What follows belongs to an exercise in optimizing a design on an open flow for a short achievable clock period and few clock cycles; a production flow would make more cautious choices. The RTL was checked by simulation tests, not by an equivalence proof against the original design. No driver is modelled on the clock port, so clocking that relies on it looks cheaper here than on a real chip. No activity file was given, so power comes from the tool's default toggle rates.

[design/flow/design.v]
`default_nettype none
package rv_pkg;
	typedef struct packed {
		logic add;    
		logic subt;   
		logic sll;
		logic srl;    
		logic slt;
		logic sltu;
		logic lxor;
		logic lor;
		logic land;
		logic link;   
	} alu_sel_t;
endpackage
`default_nettype wire
`default_nettype none
module rv_fetch #(
	parameter int IDX_W = 5
) (
	input  logic             clk,
	input  logic             reset,
	input  logic [32-1:0] next_pc,
	input  logic             f_jal,
	input  logic             f_branch,
	input  logic             f_jalr,
	input  logic             f_back,      
	input  logic             f_jr_known,  
	input  logic [11:0]      f_jrtgt,
	input  logic [11:0]      f_jtgt,      
	input  logic [11:0]      f_btgt,      
	input  logic             upd,
	input  logic [32-1:0] upd_pc,
	input  logic             upd_taken,
	input  logic             upd_jump,    
	input  logic [32-1:0] upd_target,
	input  logic [1:0]       upd_ctr,     
	input  logic             upd_hit,
	output logic [32-1:0] pc,
	output logic [32-1:0] pc_out,
	output logic [32-1:0] pc_plus4,
	output logic [32-1:0] pred_next,
	output logic [1:0]       pred_ctr,
	output logic             pred_hit
);
	localparam int N     = 1 << IDX_W;
	localparam int TAG_W = 10 - IDX_W;
	logic [N-1:0]     v;
	logic [TAG_W-1:0] tag [N];
	logic [9:0]       tgt [N];
	logic [1:0]       ctr [N];
	logic [IDX_W-1:0] ridx, widx;
	logic             hit, ptaken;
	rv_add #(32-2) u_inc (.a(pc[32-1:2]), .b('0), .cin(1'b1), .s(pc_plus4[32-1:2]));
	assign pc_plus4[1:0] = pc[1:0];
	assign ridx      = pc[IDX_W+1:2];
	assign hit       = v[ridx] & (tag[ridx] == pc[11:IDX_W+2]);
	assign ptaken    = hit & ctr[ridx][1];
	logic b_taken;
	assign b_taken   = f_branch & (hit ? ctr[ridx][1] : f_back);
	assign pred_next = f_jal ? {20'b0, f_jtgt}
	                 : b_taken ? {20'b0, f_btgt}
	                 : (f_jalr & f_jr_known) ? {20'b0, f_jrtgt}
	                 : (ptaken & ~f_branch) ? {20'b0, tgt[ridx], 2'b00} : pc_plus4;
	assign pred_ctr  = ctr[ridx];
	assign pred_hit  = hit;
	always_ff @(posedge clk or posedge reset) begin
		if (reset) begin
			pc <= 32'h0000_0000;
		end else begin
			pc <= next_pc;
		end
	end
	always_ff @(posedge clk) begin
		if (reset) begin
			pc_out <= 32'h0000_0000;
		end else begin
			pc_out <= next_pc;
		end
	end
	logic [1:0] nctr;
	logic       wen;
	always_comb begin
		if (upd_jump)
			nctr = 2'b11;
		else if (!upd_hit)
			nctr = 2'b10;
		else if (upd_taken)
			nctr = (upd_ctr == 2'b11) ? 2'b11 : upd_ctr + 2'd1;
		else
			nctr = (upd_ctr == 2'b00) ? 2'b00 : upd_ctr - 2'd1;
	end
	assign widx = upd_pc[IDX_W+1:2];
	assign wen  = upd & (upd_taken | upd_hit);
	always_ff @(posedge clk or posedge reset) begin
		if (reset) begin
			v <= '0;
		end else if (wen) begin
			v[widx] <= 1'b1;
		end
	end
	always_ff @(posedge clk) begin
		if (wen) begin
			ctr[widx] <= nctr;
			if (upd_taken) begin
				tag[widx] <= upd_pc[11:IDX_W+2];
				tgt[widx] <= upd_target[11:2];
			end
		end
	end
endmodule
`default_nettype wire
`default_nettype none
module rv_decoder (
	input  logic [32-1:0]     inst,
	output logic [32-1:0]     imm,
	output rv_pkg::alu_sel_t     alu_sel,
	output logic                 sub,
	output logic                 sra,
	output logic                 a_rs1,       
	output logic                 a_pc,        
	output logic                 b_imm,       
	output logic                 uses_rs2,
	output logic                 reg_we,      
	output logic                 is_load,
	output logic                 is_store,
	output logic                 is_branch,
	output logic                 is_jal,
	output logic                 is_jalr
);
	logic [6:0] opcode;
	logic [2:0] funct3;
	logic       is_op, is_opimm, is_lui, is_auipc;
	logic       rd_nz;
	assign opcode    = inst[6:0];
	assign funct3    = inst[14:12];
	assign rd_nz     = inst[11:7] != 5'd0;
	assign is_op     = opcode == 7'b0110011;
	assign is_opimm  = opcode == 7'b0010011;
	assign is_load   = opcode == 7'b0000011;
	assign is_store  = opcode == 7'b0100011;
	assign is_branch = opcode == 7'b1100011;
	assign is_jal    = opcode == 7'b1101111;
	assign is_jalr   = opcode == 7'b1100111;
	assign is_lui    = opcode == 7'b0110111;
	assign is_auipc  = opcode == 7'b0010111;
	assign a_rs1    = is_op | is_opimm | is_load | is_store | is_branch | is_jalr;
	assign a_pc     = is_auipc;
	assign b_imm    = is_opimm | is_load | is_store | is_jalr | is_lui | is_auipc;
	assign uses_rs2 = is_op | is_store | is_branch;
	assign reg_we   = rd_nz & (is_op | is_opimm | is_load | is_jal | is_jalr | is_lui
	                | is_auipc);
	logic arith;
	assign arith = is_op | is_opimm;
	assign sub   = is_op & funct3 == 3'b000 & inst[30];
	assign sra   = inst[30];
	always_comb begin
		alu_sel      = '0;
		alu_sel.link = is_jal | is_jalr;
		alu_sel.add  = ~arith & ~is_jal & ~is_jalr;
		if (arith) begin
			case (funct3)
				3'b000: begin
					alu_sel.add  = ~sub;
					alu_sel.subt = sub;
				end
				3'b001: alu_sel.sll  = 1'b1;
				3'b010: alu_sel.slt  = 1'b1;
				3'b011: alu_sel.sltu = 1'b1;
				3'b100: alu_sel.lxor = 1'b1;
				3'b101: alu_sel.srl  = 1'b1;
				3'b110: alu_sel.lor  = 1'b1;
				3'b111: alu_sel.land = 1'b1;
			endcase
		end
	end
	always_comb begin
		if (is_store)
			imm = {{20{inst[31]}}, inst[31:25], inst[11:7]};
		else if (is_branch)
			imm = {{20{inst[31]}}, inst[7], inst[30:25], inst[11:8], 1'b0};
		else if (is_jal)
			imm = {{12{inst[31]}}, inst[19:12], inst[20], inst[30:21], 1'b0};
		else if (is_lui | is_auipc)
			imm = {inst[31:12], 12'b0};
		else
			imm = {{20{inst[31]}}, inst[31:20]};
	end
endmodule
`default_nettype wire
`default_nettype none
module rv_regfile (
	input  logic                   clk,
	input  logic                   reset,
	input  logic                   we,       
	input  logic [5-1:0] rd,
	input  logic [5-1:0] rs1,
	input  logic [5-1:0] rs2,
	input  logic [32-1:0]       wdata,
	output logic [32-1:0]       rs1_raw,
	output logic [32-1:0]       rs2_raw,
	output logic                   rs1_live,
	output logic                   rs2_live
);
	logic [32-1:0]   regs [1:32-1];   
	logic [32-1:0] valid;                 
	always_ff @(posedge clk or posedge reset) begin
		if (reset) begin
			valid <= '0;
		end else if (we) begin
			valid[rd] <= 1'b1;
		end
	end
	always_ff @(posedge clk) begin
		if (we) begin
			regs[rd] <= wdata;
		end
	end
	assign rs1_raw  = regs[rs1];
	assign rs2_raw  = regs[rs2];
	assign rs1_live = valid[rs1];
	assign rs2_live = valid[rs2];
endmodule
`default_nettype wire
`default_nettype none
module rv_add #(
	parameter int W = 32
) (
	input  logic [W-1:0] a,
	input  logic [W-1:0] b,
	input  logic         cin,
	output logic [W-1:0] s
);
	logic [W-1:0] g [0:6];
	logic [W-1:0] p [0:6];
	logic [W-1:0] c;
	always_comb begin
		g[0] = a & b;
		p[0] = a ^ b;
		g[0][0] = g[0][0] | (p[0][0] & cin);
		for (int l = 1; l <= 6; l++) begin
			for (int i = 0; i < W; i++) begin
				if (i >= (1 << (l - 1))) begin
					g[l][i] = g[l-1][i] | (p[l-1][i] & g[l-1][i - (1 << (l - 1))]);
					p[l][i] = p[l-1][i] & p[l-1][i - (1 << (l - 1))];
				end else begin
					g[l][i] = g[l-1][i];
					p[l][i] = p[l-1][i];
				end
			end
		end
		c = {g[6][W-2:0], cin};
		s = (a ^ b) ^ c;
	end
endmodule
module rv_cmp (
	input  logic [32-1:0] a,
	input  logic [32-1:0] b,
	output logic             eq,
	output logic             lt,
	output logic             ltu
);
	logic c31, a31, b31;
	function automatic logic [1:0] gp_reduce(input logic [30:0] gg, input logic [30:0] pp,
			input logic cin);
		logic [31:0] G, P;
		G = {gg, cin};
		P = {pp, 1'b0};
		for (int l = 0; l < 5; l++) begin
			for (int i = 0; i < (16 >> l); i++) begin
				G[i] = G[2*i+1] | (P[2*i+1] & G[2*i]);
				P[i] = P[2*i+1] & P[2*i];
			end
		end
		gp_reduce = {G[0], P[0]};
	endfunction
	logic [1:0] r;
	assign r   = gp_reduce(a[30:0] & ~b[30:0], ~(a[30:0] ^ b[30:0]), 1'b1);
	assign c31 = r[1];           
	assign a31 = a[32-1];
	assign b31 = b[32-1];
	assign ltu = ~((a31 & ~b31) | ((a31 | ~b31) & c31));
	assign lt  = ~((~a31 & b31) | ((~a31 | b31) & c31));
	assign eq  = a == b;
endmodule
module rv_alu (
	input  rv_pkg::alu_sel_t sel,
	input  logic             sub,
	input  logic             sra,
	input  logic [32-1:0] a,
	input  logic [32-1:0] b,
	input  logic [32-1:0] link,
	output logic [32-1:0] sum,
	output logic             eq,
	output logic             lt,
	output logic             ltu,
	output logic [32-1:0] result
);
	logic [32-1:0] s_add, s_sub, sll_r, sr_r;
	logic [4:0]       shamt;
	rv_add u_add (.a(a), .b(b), .cin(1'b0), .s(s_add));
	rv_add u_sub (.a(a), .b(~b), .cin(1'b1), .s(s_sub));
	rv_cmp u_cmp (.a(a), .b(b), .eq(eq), .lt(lt), .ltu(ltu));
	assign sum   = s_add;
	assign shamt = b[4:0];
	assign sll_r = a << shamt;
	assign sr_r  = $signed({sra & a[32-1], a}) >>> shamt;
	assign result = ({32{sel.add}}  & s_add)
	              | ({32{sel.subt}} & s_sub)
	              | ({32{sel.sll}}  & sll_r)
	              | ({32{sel.srl}}  & sr_r)
	              | ({32{sel.slt}}  & {{(32-1){1'b0}}, lt})
	              | ({32{sel.sltu}} & {{(32-1){1'b0}}, ltu})
	              | ({32{sel.lxor}} & (a ^ b))
	              | ({32{sel.lor}}  & (a | b))
	              | ({32{sel.land}} & (a & b))
	              | ({32{sel.link}} & link);
endmodule
`default_nettype wire
`default_nettype none
module rv_writeback (
	input  logic               is_load,
	input  logic [2:0]         funct3,
	input  logic [32-1:0]   load_word,
	input  logic [32-1:0]   alu_result,
	output logic [32-1:0]   wdata
);
	logic [32-1:0] load_value;
	always_comb begin
		case (funct3)
			3'b000:  load_value = {{24{load_word[7]}}, load_word[7:0]};
			3'b001:  load_value = {{16{load_word[15]}}, load_word[15:0]};
			3'b010:  load_value = load_word;
			3'b100:  load_value = {24'b0, load_word[7:0]};
			3'b101:  load_value = {16'b0, load_word[15:0]};
			default: load_value = '0;
		endcase
	end
	assign wdata = is_load ? load_value : alu_result;
endmodule
`default_nettype wire
`default_nettype none
module rv_core (
	input  logic             clk,
	input  logic             reset,
	output logic [32-1:0] imem_addr,
	input  logic [32-1:0] imem_data,
	output logic [32-1:0] dmem_addr,
	output logic [32-1:0] dmem_wdata,
	output logic             dmem_we,
	input  logic [32-1:0] dmem_rdata
);
	logic [32-1:0] pc_f, pc_o, pc4_f, pnext;
	logic [32-1:0] f_imm, f_rf1, f_rf2, f_rs2v, f_opa, f_opb;
	logic             f_live1, f_live2;
	rv_pkg::alu_sel_t f_alu_sel;
	logic             f_sub, f_sra, f_a_rs1, f_a_pc, f_b_imm, f_uses_rs2, f_reg_we;
	logic             f_is_load, f_is_store, f_is_branch, f_is_jal, f_is_jalr;
	logic [4:0]       f_rs1, f_rs2, f_rd;
	logic [1:0]       f_ctr;
	logic             f_jr_x0, f_jr_pair, f_jr_known;
	logic [11:0]      f_jr_pair_tgt, f_jrtgt, f_jtgt, f_btgt, f_tgt12;
	logic             f_hit;
	logic             e_valid;
	logic [32-1:0] e_pc, e_pc4, e_imm, e_opa, e_opb, e_rs2v;
	logic [11:0]      e_tgt12;             
	rv_pkg::alu_sel_t e_alu_sel;
	logic             e_sub, e_sra, e_reg_we;
	logic             e_is_load, e_is_store, e_is_branch, e_is_jal, e_is_jalr;
	logic [2:0]       e_f3;
	logic [5:0]       e_bc;                
	logic             e_is_auipc;
	logic [4:0]       e_rd;
	logic [32-1:0] m_fwd_a, m_fwd_b, m_fwd_s;   
	logic [1:0]       e_ctr;
	logic             e_hit;
	logic [32-1:0] m_result, m_addr, m_wdata;
	logic             m_we, m_wr, m_is_load;
	logic [2:0]       m_f3;
	logic [4:0]       m_rd;
	logic             u_valid, u_taken, u_jump, u_hit;
	logic [32-1:0] u_pc, u_target;
	logic [1:0]       u_ctr;
	logic [32-1:0] next_pc, wb_data;
	assign imem_addr  = pc_o;
	assign dmem_addr  = m_addr;
	assign dmem_wdata = m_wdata;
	assign dmem_we    = m_we;
	rv_fetch u_fetch (
		.clk(clk), .reset(reset), .next_pc(next_pc),
		.f_jal(f_is_jal), .f_branch(f_is_branch), .f_jalr(f_is_jalr), .f_back(imem_data[31]),
		.f_jr_known(f_jr_known), .f_jrtgt(f_jrtgt), .f_jtgt(f_jtgt),
		.f_btgt(f_btgt),
		.upd(u_valid), .upd_pc(u_pc), .upd_taken(u_taken), .upd_jump(u_jump),
		.upd_target(u_target), .upd_ctr(u_ctr), .upd_hit(u_hit),
		.pc(pc_f), .pc_out(pc_o), .pc_plus4(pc4_f), .pred_next(pnext),
		.pred_ctr(f_ctr), .pred_hit(f_hit)
	);
	assign f_rs1 = imem_data[19:15];
	assign f_rs2 = imem_data[24:20];
	assign f_rd  = imem_data[11:7];
	rv_decoder u_decoder (
		.inst(imem_data), .imm(f_imm), .alu_sel(f_alu_sel), .sub(f_sub), .sra(f_sra),
		.a_rs1(f_a_rs1), .a_pc(f_a_pc), .b_imm(f_b_imm), .uses_rs2(f_uses_rs2),
		.reg_we(f_reg_we), .is_load(f_is_load), .is_store(f_is_store),
		.is_branch(f_is_branch), .is_jal(f_is_jal), .is_jalr(f_is_jalr)
	);
	rv_regfile u_regfile (
		.clk(clk), .reset(reset), .we(m_wr), .rd(m_rd), .rs1(f_rs1), .rs2(f_rs2),
		.wdata(wb_data), .rs1_raw(f_rf1), .rs2_raw(f_rf2), .rs1_live(f_live1),
		.rs2_live(f_live2)
	);
	rv_add #(12) u_jtgt (
		.a(pc_f[11:0]), .b({imem_data[20], imem_data[30:21], 1'b0}), .cin(1'b0), .s(f_jtgt)
	);
	rv_add #(12) u_btgt (
		.a(pc_f[11:0]), .b({imem_data[7], imem_data[30:25], imem_data[11:8], 1'b0}),
		.cin(1'b0), .s(f_btgt)
	);
	assign f_tgt12 = f_is_jal ? f_jtgt : f_btgt;
	assign f_jr_x0   = f_rs1 == 5'd0;
	assign f_jr_pair = e_valid & e_is_auipc & e_reg_we & (e_rd == f_rs1);
	assign f_jr_known = f_jr_x0 | f_jr_pair;
	rv_add #(12) u_jrtgt (.a(e_pc[11:0]), .b(imem_data[31:20]), .cin(1'b0), .s(f_jr_pair_tgt));
	assign f_jrtgt = f_jr_x0 ? imem_data[31:20] : f_jr_pair_tgt;
	logic byp1, byp2, rd1, rd2;
	assign byp1 = m_wr & (m_rd == f_rs1);
	assign byp2 = m_wr & (m_rd == f_rs2);
	assign rd1  = ~byp1 & f_live1;
	assign rd2  = ~byp2 & f_live2;
	logic e_wr, a_fe, b_fe, stall, a_reg, b_reg;
	assign e_wr  = e_valid & e_reg_we;
	assign a_fe  = f_a_rs1 & e_wr & (e_rd == f_rs1);
	assign b_fe  = f_uses_rs2 & e_wr & (e_rd == f_rs2);
	assign stall = e_is_load & (a_fe | b_fe);
	assign a_reg = f_a_rs1 & ~a_fe;
	assign b_reg = ~b_fe;
	assign f_opa  = ({32{f_a_pc}}                   & pc_f)
	              | ({32{a_reg & byp1}}             & wb_data)
	              | ({32{a_reg & rd1}}              & f_rf1);
	assign f_rs2v = ({32{b_reg & byp2}}             & wb_data)
	              | ({32{b_reg & rd2}}              & f_rf2);
	assign f_opb  = ({32{f_b_imm}}                  & f_imm)
	              | ({32{~f_b_imm & b_reg & byp2}}  & wb_data)
	              | ({32{~f_b_imm & b_reg & rd2}}   & f_rf2);
	logic [32-1:0] a, b, sum, result, br_target, rs2f;
	logic             eq, lt, ltu, cond, taken, tgt_ok, seq_ok, jalr_ok, mispredict;
	assign a    = e_opa  | m_fwd_a;
	assign b    = e_opb  | m_fwd_b;
	assign rs2f = e_rs2v | m_fwd_s;
	rv_alu u_alu (
		.sel(e_alu_sel), .sub(e_sub), .sra(e_sra), .a(a), .b(b), .link(e_pc4),
		.sum(sum), .eq(eq), .lt(lt), .ltu(ltu), .result(result)
	);
	assign cond = (e_bc[0] & eq)  | (e_bc[1] & ~eq)
	            | (e_bc[2] & lt)  | (e_bc[3] & ~lt)
	            | (e_bc[4] & ltu) | (e_bc[5] & ~ltu);
	logic [11:0] jalr_chk;
	rv_add u_br_target (.a(e_pc), .b(e_imm), .cin(1'b0), .s(br_target));
	rv_add #(12) u_jalr_chk (.a(pc_f[11:0]), .b(~e_imm[11:0]), .cin(1'b1), .s(jalr_chk));
	assign jalr_ok   = a[11:0] == jalr_chk;
	assign tgt_ok    = pc_f[11:0] == e_tgt12;
	assign seq_ok    = pc_f[11:0] == e_pc4[11:0];
	assign taken     = e_is_jal | e_is_jalr | cond;
	assign mispredict = e_is_jalr ? ~jalr_ok : (taken ? ~tgt_ok : ~seq_ok);
	logic [32-1:0] f_next, c1_next, c0_next, jr_next;
	assign f_next  = stall ? pc_f : pnext;
	assign c1_next = tgt_ok  ? f_next : br_target;
	assign c0_next = seq_ok  ? f_next : e_pc4;
	assign jr_next = jalr_ok ? f_next : sum;
	always_comb begin
		if (!e_valid)
			next_pc = f_next;
		else if (e_is_jalr)
			next_pc = jr_next;
		else if (e_is_jal | cond)
			next_pc = c1_next;
		else
			next_pc = c0_next;
	end
	always_ff @(posedge clk or posedge reset) begin
		if (reset) begin
			e_valid <= 1'b0;
		end else begin
			e_valid <= ~(e_valid & mispredict) & ~stall;
		end
	end
	always_ff @(posedge clk) begin
		e_pc      <= pc_f;
		e_pc4     <= pc4_f;
		e_imm     <= f_imm;
		e_tgt12   <= f_tgt12;
		e_opa     <= f_opa;
		e_opb     <= f_opb;
		e_rs2v    <= f_rs2v;
		e_alu_sel <= f_alu_sel;
		e_sub     <= f_sub;
		e_sra     <= f_sra;
		e_reg_we  <= f_reg_we;
		e_is_load <= f_is_load;
		e_is_store  <= f_is_store;
		e_is_branch <= f_is_branch;
		e_is_jal  <= f_is_jal;
		e_is_jalr <= f_is_jalr;
		e_f3      <= imem_data[14:12];
		e_bc      <= {6{f_is_branch}} & {imem_data[14:12] == 3'b111, imem_data[14:12] == 3'b110,
		                                 imem_data[14:12] == 3'b101, imem_data[14:12] == 3'b100,
		                                 imem_data[14:12] == 3'b001, imem_data[14:12] == 3'b000};
		e_is_auipc <= f_a_pc;
		e_rd      <= f_rd;
		e_ctr     <= f_ctr;
		e_hit     <= f_hit;
	end
	always_ff @(posedge clk or posedge reset) begin
		if (reset) begin
			m_we    <= 1'b0;
			m_wr    <= 1'b0;
			u_valid <= 1'b0;
		end else begin
			m_we    <= e_valid & e_is_store;
			m_wr    <= e_valid & e_reg_we;
			u_valid <= e_valid & (e_is_branch | e_is_jal | e_is_jalr);
		end
	end
	always_ff @(posedge clk) begin
		m_result  <= result;
		m_fwd_a   <= result & {32{a_fe}};
		m_fwd_b   <= result & {32{b_fe & ~f_b_imm}};
		m_fwd_s   <= result & {32{b_fe}};
		m_addr    <= sum;
		m_wdata   <= rs2f;
		m_is_load <= e_is_load;
		m_f3      <= e_f3;
		m_rd      <= e_rd;
		u_pc      <= e_pc;
		u_taken   <= taken;
		u_jump    <= e_is_jal | e_is_jalr;
		u_target  <= e_is_jalr ? sum : br_target;
		u_ctr     <= e_ctr;
		u_hit     <= e_hit;
	end
	rv_writeback u_writeback (
		.is_load(m_is_load), .funct3(m_f3), .load_word(dmem_rdata),
		.alu_result(m_result), .wdata(wb_data)
	);
endmodule
`default_nettype wire
[design/flow/flow/run.sh]
#!/bin/bash
# The standard ORFS layout (standard.sh, standard synthesis included), with:
#  - timing repair aimed well below the clock period (setup margin 8.5 ns),
#  - repair free to change a cell's footprint (not only its drive strength),
#  - port buffers of a stronger cell than the default.
# The make output goes to flow_make.log; ORFS keeps each step's log under orfs/logs.
set -euo pipefail
sed -e "s/SETUP_SLACK_MARGIN=[0-9.]*/SETUP_SLACK_MARGIN=8.5 MATCH_CELL_FOOTPRINT=0 'BUFFER_PORTS_ARGS=-buffer_cell sky130_fd_sc_hd__buf_6'/" standard.sh > my_standard.sh
grep -q "MATCH_CELL_FOOTPRINT=0" my_standard.sh
bash my_standard.sh > flow_make.log 2>&1
[design/flow/standard.sh]
#!/bin/bash
# synth_recipe.tcl (not shown) runs the flow's synth.tcl, then flattens the netlist and writes it again
# the make line also repeats each setting of config.mk as NAME=value (left out here)
make -C /OpenROAD-flow-scripts/flow DESIGN_CONFIG=/design/flow/config.mk WORK_HOME=/design/flow/orfs CLKGATE_MAP_FILE= SYNTH_SCRIPT=/design/flow/synth_recipe.tcl "${@:-finish}"
[design/flow/config.mk]
export PLATFORM = sky130hd
export DESIGN_NAME = rv_core
export DESIGN_NICKNAME = rv_core
export VERILOG_FILES = /design/flow/design.v
export SDC_FILE = /design/flow/constraint.sdc
export NUM_CORES = 4
export LEC_CHECK = 0
export ABC_CLOCK_PERIOD_IN_PS = 3000
export CAP_MARGIN = 20
export CORE_MARGIN = 2
export CORE_UTILIZATION = 35
export SETUP_SLACK_MARGIN = 5
export SLEW_MARGIN = 20
export TNS_END_PERCENT = 100
[design/flow/constraint.sdc]
create_clock -name core_clock -period 11.0 [get_ports {clk}]
set_input_delay 2.2000 -clock core_clock [delete_from_list [all_inputs] [get_ports {clk}]]
set_output_delay 2.2000 -clock core_clock [all_outputs]
set_load 0.01 [all_outputs]
==> results of run 1 <==
## cell families (layout without fill, tap and decap cells)
kind of cell / Yosys count / after routing
DFF: 2130 / 2130
AOI/OAI and AO/OA: 1320 / 1334
muxes: 1056 / 1056
adders and majority gates: 183 / 183
xor gates and xnor gates: 183 / 183
buffers and inverters: 670 / 1805
other: 0 / 19
and+or+nand+nor: 1422 / 1433
## placed cells by master, fill, tap and decap left out, types with 46 or more instances in the layout
master and count:
o21ai_0 158, a21oi_4 54, buf_6 389, xnor2_1 86, nand2_1 312, nor3_1 48, mux2i_1 242, dfxtp_1 358
xor2_1 46, a21o_1 64, inv_1 163, dfrtp_1 94, or2_2 60, nand3_1 70, a21oi_1 199, a22oi_1 98
dfxtp_2 114, nor2_4 75, ha_1 122, clkbuf_16 315, nor2_1 421, buf_4 465, a21oi_2 49, buf_12 136
mux4_2 698, o21bai_1 74, edfxtp_1 1536, o211ai_1 59
## registers in the layout, summed over array words and instances (netlist names), 30 cells and up
signal and cells:
u_fetch.tgt 320, e_imm 32, u_fetch.pc_out 32, u_fetch.pc 32, m_wdata 32, e_opa 32
u_fetch.tag 160, m_fwd_b 32, u_fetch.v 32, m_addr 32, e_rs2v 32, e_opb 32
u_fetch.ctr 64, m_fwd_a 32, u_regfile.regs 992, m_fwd_s 32, m_result 32, u_regfile.valid 32
e_pc 30, e_pc4 31
## power by group through the flow
stage | logic, mW | clock network [mW] | registers, mW
after floorplan | 3.99 | 0 | 9.80
after global placement | 5.73 | 0 | 10.3
after detailed placement | 5.77 | 0 | 10.3
after CTS | 7.40 | 7.93 | 10.1
after global routing | 8.40 | 8.23 | 10.1
final | 8.10 | 7.87 | 10.1
## timing repair
action | 4_1_cts | 5_1_grt
setup buffers | 498 | 219
pin swaps | 283 | 250
gates cloned | 120 | 25
endpoints found under the setup margin | 2380 | 1519
gates resized for setup | 1248 | 528
## synthesized netlist by cell type, types with 37 or more instances
library cell	instances	share of area (%)
and2_1	47	0.29
mux4_2	697	16
xor2_1	60	0.53
buf_1	91	0.34
a22oi_1	115	0.86
a31oi_1	41	0.26
xnor2_1	123	1.1
o211ai_1	59	0.44
or2_2	85	0.53
ha_1	175	2.2
o22ai_1	38	0.24
mux2i_1	299	3.0
o21ai_0	265	1.3
nand3_1	86	0.43
nor2_1	518	1.9
nor2b_1	45	0.28
nor3_1	78	0.39
clkbuf_1	295	1.1
dfxtp_1	494	9.9
mux2_2	57	0.64
inv_1	220	0.83
edfxtp_1	1536	46
a21o_1	85	0.64
a211oi_1	37	0.28
nand2_1	366	1.4
dfrtp_1	100	2.5
a21oi_1	302	1.5
buf_2	38	0.19
o21bai_1	76	0.57
nand4_1	38	0.24
## worst reg2reg max path: stages, from the launching register on
cell and delay, ns:
dfrtp_4 0.58, buf_8 0.34, and2_2 0.41, a22oi_1 0.14, and4_1 0.21, a41oi_1 0.25
a21oi_1 0.16, and4b_2 0.38, and2_4 0.25, mux2_4 0.39, a221o_1 0.33, a221oi_2 0.27
nor3_1 0.10
## metal layers
layer	vias up	GRT usage, %	wire (µm)	share of wire (%)
met5	-	0	61	0.015
met1	37400	34.8	151000	37
met4	8	16.1	30900	7.5
met2	4981	42.3	186000	45
li1	29300	-	-	-
met3	1199	5.67	43000	10
## worst paths after layout
path                                        to  depth (start not counted)
max reg2reg                 u_fetch.pc_out[25]                         12
max                                  e_opb[19]                         10
min                                      u_hit                          0
max in group asynchronous  u_regfile.valid[17]                          4
min in group asynchronous       u_fetch.pc[27]                          3
min reg2reg                              u_hit                          0
## area by class of cell
cell class                      count  area, µm²
Fill cell                       24000     152000
Sequential cell                  2130      58800
Multi-Input combinational cell   4189      46400
Timing Repair Buffer             1154      14300
Clock buffer                      283       6270
Tap cell                         3762       4710
Clock inverter                    124       1350
Inverter                          225       1120
Timing Repair inverter             19        200
Antenna cell                       19       47.5
==> notes.md, run 1 <==
# TYPE chip_impl_metric gauge
chip_impl_metric{name="initial_utilization",unit="%"} 35.1
chip_impl_metric{name="port-buffer-count",unit=""} 162
chip_impl_info{name="timing.critical_path.from_type",value="input pin"} 1
chip_impl_info{name="critical-path-top-delay-family",value="multiplexers"} 1
chip_impl_metric{name="slowest_cell_delay_on_critical_path",unit="ns"} 0.50
chip_impl_metric{name="post_route_cells_drive_above_1_share",unit="%"} 42.6
chip_impl_metric{name="layout_worst_path_cycle_share",unit="%"} 36.4
chip_impl_info{name="combinational_family_with_the_most_area_after_synthesis",value="multiplexers"} 1
chip_impl_metric{name="insertion_delay_of_the_later_clocked_pin_in_the_worst_skew_pair",unit="ns"} 0.92
chip_impl_metric{name="sequentialPowerShare",unit="%"} 38.8
chip_impl_metric{name="critical_path_peak_fanout",unit=""} 8
chip_impl_info{name="worstReg2RegStart",value="u_fetch.pc[5]"} 1
chip_impl_metric{name="timing_hold_violations_final",unit=""} 0
chip_impl_info{name="synth_flop_cell",value="edfxtp_1"} 1
chip_impl_metric{name="synth_cells",unit=""} 6964
chip_impl_info{name="outcome",value="no timing/DRC/antenna violations"} 1
chip_impl_metric{name="first_global_vias",unit=""} 70100
chip_impl_metric{name="maxCapViolCount",unit=""} 0
chip_impl_metric{name="power.ir.vdd_worst",unit="µV"} 170
chip_impl_metric{name="fp.dieW",unit="µm"} 539
chip_impl_metric{name="power.total",unit="mW"} 26.1
chip_impl_metric{name="holdBufCountCts",unit=""} 0
chip_impl_info{name="crit_start",value="imem_data[20]"} 1
chip_impl_metric{name="synth_seq_cells",unit=""} 2130
chip_impl_metric{name="routabilityCongestion",unit=""} 0.963
chip_impl_metric{name="power.clock.fraction",unit="%"} 30.2
chip_impl_info{name="hp-start",value="e_hit"} 1
chip_impl_metric{name="worst-endpoint-required",unit="ns"} 11.77
chip_impl_metric{name="die_height",unit="µm"} 539
chip_impl_metric{name="power.net_switching",unit="mW"} 8.68
chip_impl_info{name="min_path_type",value="register to register"} 1
chip_impl_metric{name="post_drt_via_cell_ratio",unit=""} 6.13
chip_impl_metric{name="detail-route-antenna-nets",unit=""} 0
chip_impl_metric{name="grt_antenna_before_repair",unit=""} 24
chip_impl_metric{name="drt_pass1_iterations",unit=""} 8
chip_impl_metric{name="slew_viol_final",unit=""} 0
chip_impl_info{name="worst-setup-path-type",value="input pin to register"} 1
chip_impl_metric{name="yosysUniqueCellTypes",unit=""} 101
chip_impl_metric{name="slew_headroom",unit="%"} 22.1
chip_impl_metric{name="fin_worst_skew",unit="ns"} 0.0840
chip_impl_metric{name="avgRoutedWirePerCell",unit="µm"} 34.5
chip_impl_metric{name="pre_cts_slack",unit="ns"} 4.62
chip_impl_metric{name="final_design_area_no_fill",unit="µm²"} 133000
chip_impl_metric{name="hold-worst-slack",unit="ns"} 0.330
chip_impl_metric{name="areaGrowthSynthToFinish",unit="%"} 33.2
chip_impl_info{name="rsz0062_at_grt",value="yes"} 1
chip_impl_metric{name="floorplan.io_pins",unit=""} 163
chip_impl_metric{name="synth_edf_count",unit=""} 1536
chip_impl_metric{name="dp_hpwl",unit="µm"} 239000
chip_impl_metric{name="h-tree-depth",unit=""} 4
chip_impl_info{name="critPathMostFrequentCell",value="mux4_2"} 1
chip_impl_metric{name="sw_frac_of_total",unit="%"} 33.3
chip_impl_info{name="cts_tree",value="built"} 1
chip_impl_metric{name="total_leakage_power",unit="nW"} 47.6
chip_impl_info{name="cts.root.buffer_cell",value="clkbuf_16"} 1
chip_impl_metric{name="p_int",unit="mW"} 17.4
chip_impl_metric{name="fmaxAchievable",unit="MHz"} 250
chip_impl_metric{name="seq_area_frac_synth",unit="%"} 58.5
chip_impl_metric{name="fin_util",unit="%"} 46.8
chip_impl_metric{name="placedCellCount",unit=""} 10600
chip_impl_metric{name="max_slew.worst_pin.slew",unit="ns"} 1.17
chip_impl_metric{name="grt_start_max_net_pins",unit=""} 64
chip_impl_metric{name="floorplan.die_area",unit="µm²"} 290000
chip_impl_metric{name="fp-row-count",unit=""} 196
chip_impl_info{name="critical-path-slowest-cell",value="mux4_2"} 1
chip_impl_metric{name="route.detailed.drc",unit=""} 0
chip_impl_metric{name="detailed_place.area",unit="µm²"} 108000
chip_impl_metric{name="report.final.setup_viol",unit=""} 0
chip_impl_metric{name="numCtsBuffers",unit=""} 222
chip_impl_metric{name="synthesis.area",unit="µm²"} 100000
chip_impl_metric{name="simple_gate_area_share_of_the_yosys_netlist",unit="%"} 6.60
chip_impl_metric{name="synth_fp_nets",unit=""} 7211
chip_impl_metric{name="detail_route.wirelength",unit="µm"} 411000
chip_impl_metric{name="global_route.usage.total",unit="%"} 27.1
chip_impl_metric{name="yosysWarningCount",unit=""} 15
chip_impl_metric{name="crit_path_dat",unit="ns"} 4.77
chip_impl_metric{name="power.combinational.fraction",unit="%"} 31.0
chip_impl_metric{name="syn_area_per_cell",unit="µm²"} 14.4
chip_impl_metric{name="cts.sink_count",unit=""} 2130
chip_impl_metric{name="synth_compound_area_share",unit="%"} 8.81
chip_impl_metric{name="final_net_count",unit=""} 8188
chip_impl_metric{name="setup.reg_to_reg.worst_slack",unit="ns"} 7.07
chip_impl_metric{name="number_of_standard_cells_in_the_layout_taps_in_and_fillers_out",unit=""} 11900
chip_impl_metric{name="coreArea",unit="µm²"} 285000
chip_impl_metric{name="setup_tns",unit="ns"} 0
chip_impl_metric{name="final_critical_path_setup_slack",unit="ns"} 7.00
chip_impl_metric{name="critical_path.n_buffers_inverters",unit=""} 4
chip_impl_metric{name="drtIter0Drc",unit=""} 9964
chip_impl_metric{name="yosys.area_share.xor_xnor",unit="%"} 1.60
chip_impl_metric{name="min_period",unit="ns"} 4.00
chip_impl_metric{name="synth_adder_area_share",unit="%"} 2.33
chip_impl_metric{name="power_per_cell_area",unit="nW/µm²"} 196
chip_impl_metric{name="grt_first_pass_wirelength",unit="µm"} 557000
chip_impl_metric{name="gr-total-overflow",unit=""} 0
chip_impl_metric{name="postSynth.asyncResetShare",unit="%"} 4.69
chip_impl_metric{name="clkTransAtPathRegs",unit="ns"} 0.06
chip_impl_info{name="critical_path.cell_chain",value="buf_16 > buf_6 > mux4_2 > mux4_2 > mux2i_4 > or3_4 > clkbuf_16 > buf_12 > o22ai_4 > mux2_4"} 1
chip_impl_metric{name="vias",unit=""} 72900
chip_impl_info{name="cp-end-kind",value="register"} 1
chip_impl_metric{name="synth.area.mux_share",unit="%"} 19.4
chip_impl_metric{name="cts.path.max_buffers",unit=""} 4
Testbench counts, summed over its fixed seeds: cycles 19,682.
==> run 2, diff against run 1 <==
--- a/design/flow/design.v
+++ b/design/flow/design.v
@@ -43,25 +43,21 @@
 	output logic [1:0]       pred_ctr,
 	output logic             pred_hit
 );
-	localparam int N     = 1 << IDX_W;
-	localparam int TAG_W = 10 - IDX_W;
+	localparam int N = 1 << IDX_W;
 	logic [N-1:0]     v;
-	logic [TAG_W-1:0] tag [N];
 	logic [9:0]       tgt [N];
 	logic [1:0]       ctr [N];
 	logic [IDX_W-1:0] ridx, widx;
-	logic             hit, ptaken;
+	logic             hit, b_taken, j_taken;
 	rv_add #(32-2) u_inc (.a(pc[32-1:2]), .b('0), .cin(1'b1), .s(pc_plus4[32-1:2]));
 	assign pc_plus4[1:0] = pc[1:0];
-	assign ridx      = pc[IDX_W+1:2];
-	assign hit       = v[ridx] & (tag[ridx] == pc[11:IDX_W+2]);
-	assign ptaken    = hit & ctr[ridx][1];
-	logic b_taken;
+	assign hit       = v[ridx];
 	assign b_taken   = f_branch & (hit ? ctr[ridx][1] : f_back);
+	assign j_taken   = f_jalr & hit;
 	assign pred_next = f_jal ? {20'b0, f_jtgt}
 	                 : b_taken ? {20'b0, f_btgt}
 	                 : (f_jalr & f_jr_known) ? {20'b0, f_jrtgt}
-	                 : (ptaken & ~f_branch) ? {20'b0, tgt[ridx], 2'b00} : pc_plus4;
+	                 : j_taken ? {20'b0, tgt[ridx], 2'b00} : pc_plus4;
 	assign pred_ctr  = ctr[ridx];
 	assign pred_hit  = hit;
 	always_ff @(posedge clk or posedge reset) begin
@@ -78,6 +74,9 @@
 			pc_out <= next_pc;
 		end
 	end
+	always_ff @(posedge clk) begin
+		ridx <= next_pc[IDX_W+1:2];
+	end
 	logic [1:0] nctr;
 	logic       wen;
 	always_comb begin
@@ -103,7 +102,6 @@
 		if (wen) begin
 			ctr[widx] <= nctr;
 			if (upd_taken) begin
-				tag[widx] <= upd_pc[11:IDX_W+2];
 				tgt[widx] <= upd_target[11:2];
 			end
 		end
@@ -216,10 +214,16 @@
 			regs[rd] <= wdata;
 		end
 	end
-	assign rs1_raw  = regs[rs1];
-	assign rs2_raw  = regs[rs2];
-	assign rs1_live = valid[rs1];
-	assign rs2_live = valid[rs2];
+	always_comb begin
+		rs1_raw = '0;
+		rs2_raw = '0;
+		for (int i = 1; i < 32; i++) begin
+			rs1_raw = rs1_raw | ({32{valid[i] & (rs1 == 5'(i))}} & regs[i]);
+			rs2_raw = rs2_raw | ({32{valid[i] & (rs2 == 5'(i))}} & regs[i]);
+		end
+	end
+	assign rs1_live = 1'b1;
+	assign rs2_live = 1'b1;
 endmodule
 `default_nettype wire
 `default_nettype none
==> design/flow/flow/run.sh (replaced) <==
#!/bin/bash
# The standard ORFS layout (standard.sh, standard synthesis included), with:
#  - timing repair aimed well below the clock period (setup margin 7.5 ns),
#  - repair free to change a cell's footprint (not only its drive strength),
#  - port buffers of a stronger cell than the default,
#  - no full/half-adder cell extraction in synthesis (ADDER_MAP_FILE empty), so
#    the parallel-prefix adders of the RTL reach ABC as plain logic,
#  - the platform's don't-use cells plus the slow 4-high-stack OR/NOR gates
#    (or4*, nor4*, o41*, a2111*), listed in flow/dont_use.txt,
#  - one more timing-repair pass after CTS (flow/post_cts.tcl, through
#    ORFS's step hook).
# The make output goes to flow_make.log; ORFS keeps each step's log under orfs/logs.
set -euo pipefail
F=$(pwd)/flow
DU=$(tr '\n' ' ' < "$F/dont_use.txt" | sed 's/ *$//')
sed -e "s|SETUP_SLACK_MARGIN=[0-9.]*|SETUP_SLACK_MARGIN=7.5 MATCH_CELL_FOOTPRINT=0 'BUFFER_PORTS_ARGS=-buffer_cell sky130_fd_sc_hd__buf_6' POST_CTS_TCL=$F/post_cts.tcl ADDER_MAP_FILE= 'DONT_USE_CELLS=$DU'|" standard.sh > my_standard.sh
grep -q "POST_CTS_TCL" my_standard.sh
bash my_standard.sh > flow_make.log 2>&1
==> design/flow/flow/dont_use.txt (new file) <==
sky130_fd_sc_hd__probe_p_8
sky130_fd_sc_hd__probec_p_8
sky130_fd_sc_hd__lpflow_bleeder_1
sky130_fd_sc_hd__lpflow_clkbufkapwr_1
sky130_fd_sc_hd__lpflow_clkbufkapwr_16
sky130_fd_sc_hd__lpflow_clkbufkapwr_2
sky130_fd_sc_hd__lpflow_clkbufkapwr_4
sky130_fd_sc_hd__lpflow_clkbufkapwr_8
sky130_fd_sc_hd__lpflow_clkinvkapwr_1
sky130_fd_sc_hd__lpflow_clkinvkapwr_16
sky130_fd_sc_hd__lpflow_clkinvkapwr_2
sky130_fd_sc_hd__lpflow_clkinvkapwr_4
sky130_fd_sc_hd__lpflow_clkinvkapwr_8
sky130_fd_sc_hd__lpflow_decapkapwr_12
sky130_fd_sc_hd__lpflow_decapkapwr_3
sky130_fd_sc_hd__lpflow_decapkapwr_4
sky130_fd_sc_hd__lpflow_decapkapwr_6
sky130_fd_sc_hd__lpflow_decapkapwr_8
sky130_fd_sc_hd__lpflow_inputiso0n_1
sky130_fd_sc_hd__lpflow_inputiso0p_1
sky130_fd_sc_hd__lpflow_inputiso1n_1
sky130_fd_sc_hd__lpflow_inputiso1p_1
sky130_fd_sc_hd__lpflow_inputisolatch_1
sky130_fd_sc_hd__lpflow_isobufsrc_1
sky130_fd_sc_hd__lpflow_isobufsrc_16
sky130_fd_sc_hd__lpflow_isobufsrc_2
sky130_fd_sc_hd__lpflow_isobufsrc_4
sky130_fd_sc_hd__lpflow_isobufsrc_8
sky130_fd_sc_hd__lpflow_isobufsrckapwr_16
sky130_fd_sc_hd__lpflow_lsbuf_lh_hl_isowell_tap_1
sky130_fd_sc_hd__lpflow_lsbuf_lh_hl_isowell_tap_2
sky130_fd_sc_hd__lpflow_lsbuf_lh_hl_isowell_tap_4
sky130_fd_sc_hd__lpflow_lsbuf_lh_isowell_4
sky130_fd_sc_hd__lpflow_lsbuf_lh_isowell_tap_1
sky130_fd_sc_hd__lpflow_lsbuf_lh_isowell_tap_2
sky130_fd_sc_hd__lpflow_lsbuf_lh_isowell_tap_4
sky130_fd_sc_hd__or4_1
sky130_fd_sc_hd__or4_2
sky130_fd_sc_hd__or4_4
sky130_fd_sc_hd__or4b_1
sky130_fd_sc_hd__or4b_2
sky130_fd_sc_hd__or4b_4
sky130_fd_sc_hd__or4bb_1
sky130_fd_sc_hd__or4bb_2
sky130_fd_sc_hd__or4bb_4
sky130_fd_sc_hd__nor4_1
sky130_fd_sc_hd__nor4_2
sky130_fd_sc_hd__nor4_4
sky130_fd_sc_hd__nor4b_1
sky130_fd_sc_hd__nor4b_2
sky130_fd_sc_hd__nor4b_4
sky130_fd_sc_hd__nor4bb_1
sky130_fd_sc_hd__nor4bb_2
sky130_fd_sc_hd__nor4bb_4
sky130_fd_sc_hd__o41a_1
sky130_fd_sc_hd__o41a_2
sky130_fd_sc_hd__o41a_4
sky130_fd_sc_hd__o41ai_1
sky130_fd_sc_hd__o41ai_2
sky130_fd_sc_hd__o41ai_4
sky130_fd_sc_hd__a2111o_1
sky130_fd_sc_hd__a2111o_2
sky130_fd_sc_hd__a2111o_4
sky130_fd_sc_hd__a2111oi_0
sky130_fd_sc_hd__a2111oi_1
sky130_fd_sc_hd__a2111oi_2
sky130_fd_sc_hd__a2111oi_4
==> design/flow/flow/post_cts.tcl (new file) <==
# Second timing-repair pass after CTS (the first one stops early)
puts "post_cts: worst slack before [sta::worst_slack -max]"
repair_timing_helper
detailed_placement
check_placement -verbose
puts "post_cts: worst slack after [sta::worst_slack -max]"
==> notes.md, run 2 <==
# TYPE chip_impl_metric gauge
chip_impl_info{name="outcome",value="no timing/DRC/antenna violations"} 1
chip_impl_metric{name="die_height",unit="µm"} 509
chip_impl_metric{name="max_slew.worst_pin.slew",unit="ns"} 1.19
chip_impl_info{name="top_register",value="u_regfile.regs"} 1
chip_impl_metric{name="layout.filler_cells",unit=""} 21900
chip_impl_metric{name="slew_viol_final",unit=""} 0
chip_impl_info{name="rsz0062_at_grt",value="yes"} 1
chip_impl_metric{name="yosysUniqueCellTypes",unit=""} 109
chip_impl_metric{name="sequentialPowerShare",unit="%"} 44.4
chip_impl_metric{name="synth_seq_cells",unit=""} 1969
chip_impl_info{name="yosys.area.top_type",value="edfxtp_1"} 1
chip_impl_metric{name="timing_hold_violations_final",unit=""} 0
chip_impl_metric{name="synth_cells",unit=""} 7320
chip_impl_metric{name="fp-row-count",unit=""} 185
chip_impl_metric{name="drt_pass1_iterations",unit=""} 27
chip_impl_metric{name="sw_frac_of_total",unit="%"} 31.6
chip_impl_info{name="post-synth-top-count-cell",value="edfxtp_1"} 1
chip_impl_metric{name="fmaxAchievable",unit="MHz"} 243
chip_impl_metric{name="fin_worst_skew",unit="ns"} 0.0879
chip_impl_metric{name="fp.dieW",unit="µm"} 509
chip_impl_metric{name="seq_area_frac_synth",unit="%"} 60.2
chip_impl_metric{name="report.final.setup_viol",unit=""} 0
chip_impl_info{name="worst-setup-path-type",value="input pin to register"} 1
chip_impl_info{name="timing.critical_path.from_type",value="input pin"} 1
chip_impl_metric{name="worstRegToRegCells",unit=""} 13
chip_impl_metric{name="synthesis.area",unit="µm²"} 89200
chip_impl_metric{name="min_period",unit="ns"} 4.11
chip_impl_metric{name="power.clock.fraction",unit="%"} 33.2
chip_impl_metric{name="setup_tns",unit="ns"} 0
chip_impl_metric{name="cts.sink_count",unit=""} 1969
chip_impl_metric{name="timing.hold.worst_path_depth",unit=""} 0
chip_impl_metric{name="detail-route-antenna-nets",unit=""} 0
chip_impl_metric{name="largest_reg_flops",unit=""} 992
chip_impl_metric{name="postSynth.asyncResetShare",unit="%"} 5.03
chip_impl_metric{name="total_leakage_power",unit="nW"} 42.6
chip_impl_metric{name="port-buffer-count",unit=""} 162
chip_impl_metric{name="areaGrowthSynthToFinish",unit="%"} 33.5
chip_impl_metric{name="grt_first_pass_wirelength",unit="µm"} 626000
chip_impl_metric{name="maxCapViolCount",unit=""} 0
chip_impl_metric{name="global_route.usage.total",unit="%"} 34.9
chip_impl_metric{name="final_net_count",unit=""} 8112
chip_impl_metric{name="yosysWarningCount",unit=""} 15
chip_impl_metric{name="avgRoutedWirePerCell",unit="µm"} 41.4
chip_impl_info{name="synth_top_cells_by_area",value="edfxtp_1 46%, dfxtp_1 11%, a221oi_1 3.4%"} 1
chip_impl_metric{name="grt_start_max_net_pins",unit=""} 98
chip_impl_metric{name="power.ir.vdd_worst",unit="µV"} 207
chip_impl_metric{name="routabilityCongestion",unit=""} 0.994
chip_impl_info{name="final_common_cell",value="edfxtp_1"} 1
chip_impl_metric{name="first_global_vias",unit=""} 74200
chip_impl_metric{name="synth_top_area_share",unit="%"} 46.3
chip_impl_metric{name="worst-endpoint-required",unit="ns"} 11.73
chip_impl_info{name="regToRegEndpoint",value="u_fetch.pc_out[21]"} 1
chip_impl_info{name="min_path_type",value="register to register"} 1
chip_impl_metric{name="crit_path_dat",unit="ns"} 4.85
chip_impl_metric{name="syn_area_per_cell",unit="µm²"} 12.2
chip_impl_info{name="worstReg2RegStart",value="u_fetch.ridx[2]"} 1
chip_impl_metric{name="post_drt_via_cell_ratio",unit=""} 7.10
chip_impl_metric{name="vias",unit=""} 82600
chip_impl_metric{name="coreArea",unit="µm²"} 254000
chip_impl_metric{name="post_route_cells_drive_above_1_share",unit="%"} 34.6
chip_impl_metric{name="floorplan.die_area",unit="µm²"} 259000
chip_impl_info{name="synth_flop_cell",value="edfxtp_1"} 1
chip_impl_metric{name="route.detailed.drc",unit=""} 0
chip_impl_metric{name="initial_utilization",unit="%"} 35.1
chip_impl_metric{name="detail_route.wirelength",unit="µm"} 482000
chip_impl_metric{name="p_int",unit="mW"} 14.1
chip_impl_metric{name="drtIter0Drc",unit=""} 19400
chip_impl_metric{name="critical_path_peak_fanout",unit=""} 8
chip_impl_metric{name="power.combinational.fraction",unit="%"} 22.4
chip_impl_metric{name="layout_worst_path_cycle_share",unit="%"} 37.4
chip_impl_metric{name="floorplan.io_pins",unit=""} 163
chip_impl_metric{name="grt_antenna_before_repair",unit=""} 48
chip_impl_metric{name="clkTransAtPathRegs",unit="ns"} 0.06
chip_impl_metric{name="dp_hpwl",unit="µm"} 259000
chip_impl_info{name="cp-end-kind",value="register"} 1
chip_impl_metric{name="insertion_delay_of_the_later_clocked_pin_in_the_worst_skew_pair",unit="ns"} 0.93
chip_impl_metric{name="synth_edf_count",unit=""} 1376
chip_impl_metric{name="setup.reg_to_reg.worst_slack",unit="ns"} 7.01
chip_impl_info{name="final_cell_mix",value="1376 x edfxtp_1, 478 x nor2_1, 460 x buf_4, 428 x nand2_1, 389 x dfxtp_1"} 1
chip_impl_metric{name="synth_fp_nets",unit=""} 7386
chip_impl_metric{name="power_per_cell_area",unit="nW/µm²"} 173
chip_impl_info{name="hp-start",value="e_ctr[0]"} 1
chip_impl_metric{name="gr-total-overflow",unit=""} 0
chip_impl_metric{name="power.total",unit="mW"} 20.5
chip_impl_info{name="largest_registers_ranked_by_flip_flop_count",value="u_regfile.regs (992), u_fetch.tgt (320), u_fetch.ctr (64)"} 1
chip_impl_metric{name="power.net_switching",unit="mW"} 6.48
chip_impl_metric{name="slew_headroom",unit="%"} 19.7
chip_impl_info{name="min_to",value="u_ctr[0]"} 1
chip_impl_info{name="cts_tree",value="built"} 1
chip_impl_info{name="post_synth_most_frequent_cells",value="1376 x edfxtp_1, 572 x nor2_1, 494 x dfxtp_1"} 1
[run 2: changes by cell type after synthesis, sizes merged, moves of 160 or more]
cell    previous run  this run
ha               175         0
mux2i            299       103
a22oi            115       298
mux4             699       117
a22o              17       325
a221oi            35       349
edfxtp          1536      1376
[run 2: stage by stage]
| step | std cells | worst slack (ns) | utilization (%) | hold slack, ns | instance area [µm²] |
|---|---|---|---|---|---|
| after global placement | 10500 | 5.00 | 38.2 | 0.312 | 97000 |
| after global routing | 11600 | 6.87 | 46.9 | 0.333 | 119000 |
| after floorplan | 7320 | 6.43 | - | 0.310 | 93000 |
| final | 11600 | 6.89 | 46.9 | 0.329 | 119000 |
| after detailed placement | 10500 | 4.99 | 38.2 | 0.315 | 97000 |
[run 2: cell type report]
type | count | area [µm²] | share of cell area, %
flip-flops and latches | 1969 | 53900 | 45.3
multi-input cells | 4680 | 39800 | 33.4
repair buffers | 1076 | 14000 | 11.8
clock buffers | 247 | 5230 | 4.39
well taps | 3366 | 4210 | 3.54
clock inverters | 117 | 1190 | 0.999
inverters | 115 | 503 | 0.423
diodes | 50 | 125 | 0.105
repair inverters | 10 | 75.1 | 0.0631
[run 2: worst max path at each step]
stage                                     to  cells after the start     startpoint
after floorplan            u_fetch.pc_out[1]                      3          reset
after global placement    u_fetch.pc_out[21]                     17   imem_data[6]
after detailed placement  u_fetch.pc_out[21]                     17   imem_data[6]
after global routing       u_fetch.pc_out[9]                     17   imem_data[0]
final                              e_opb[19]                     14  imem_data[21]
[run 2: cell families (layout without fill, tap and decap cells)]
family                   count (synthesis)  in the layout  synth area share (%)
XOR/XNOR                               297            297                  2.97
flip-flops                            1969           1969                  60.2
AND/OR/NAND/NOR                       1939           1946                  10.6
AO/OA/AOI/OAI                         2109           2113                  17.9
adder cells (fa/ha/maj)                 64             64                 0.721
buffers and inverters                  682           1565                  3.05
multiplexers                           260            260                  4.62
other                                    0             50                     0
[run 2: routing by layer]
| metal | track usage, % | up-vias | share of wire (%) |
|---|---|---|---|
| li1 | - | 30300 | - |
| met1 | 41.1 | 40000 | 33 |
| met2 | 47.7 | 9088 | 39 |
| met3 | 16.3 | 3095 | 17 |
| met4 | 28.8 | 63 | 11 |
| met5 | 3.46 | - | 0.42 |
[run 2: worst max-delay path: stages]
cell,delay [ns]
buf_16,0.13
buf_8,0.13
nor2b_4,0.16
buf_6,0.12
and3_4,0.19
buf_16,0.16
buf_16,0.18
buf_16,0.18
a222oi_1,0.33
nand4_1,0.23
nor3_4,0.47
o22ai_2,0.13
nor2_1,0.13
a31oi_1,0.05
[run 2: power groups by stage]
| stage | Sequential [mW] | Clock, mW | Combinational, mW |
|---|---|---|---|
| 3_5_place_dp | 9.27 | 0 | 3.67 |
| 6_report | 9.12 | 6.82 | 4.61 |
| 5_1_grt | 9.12 | 7.06 | 4.77 |
| 3_3_place_gp | 9.25 | 0 | 3.64 |
| 2_1_floorplan | 8.86 | 0 | 2.59 |
Testbench counts of run 2, summed over its fixed seeds: cycles 19,688.

==> port drivers added, routing unchanged <==
No port has a modelled driver above. Below, the same layouts with a new extraction and two added sets of constraints.
Step 1 assumes that a clkbuf_16 drives the clock port and a buf_2 every other input.
Step 2 also shifts input and output timing later by t, the mid clock arrival at the registers, as if the neighbouring blocks saw the same clock.
a / b / c = ideal / step 1 / step 2; a / b = the first two.
run	shift t [ns]	setup WS [ns]	worst hold slack (ns)	worst register clock-pin slew, ns
run 1	0.976	6.997 / 6.706 / 5.729	0.330 / 0.330 / 0.330	0.07 / 0.07
run 2	0.986	6.886 / 6.822 / 5.836	0.329 / 0.329 / 0.329	0.08 / 0.08
After both steps every run listed still meets setup and hold. For run 1, which loses most, drivers alone change the setup slack by -0.291 ns; drivers and shift together by -1.268 ns.
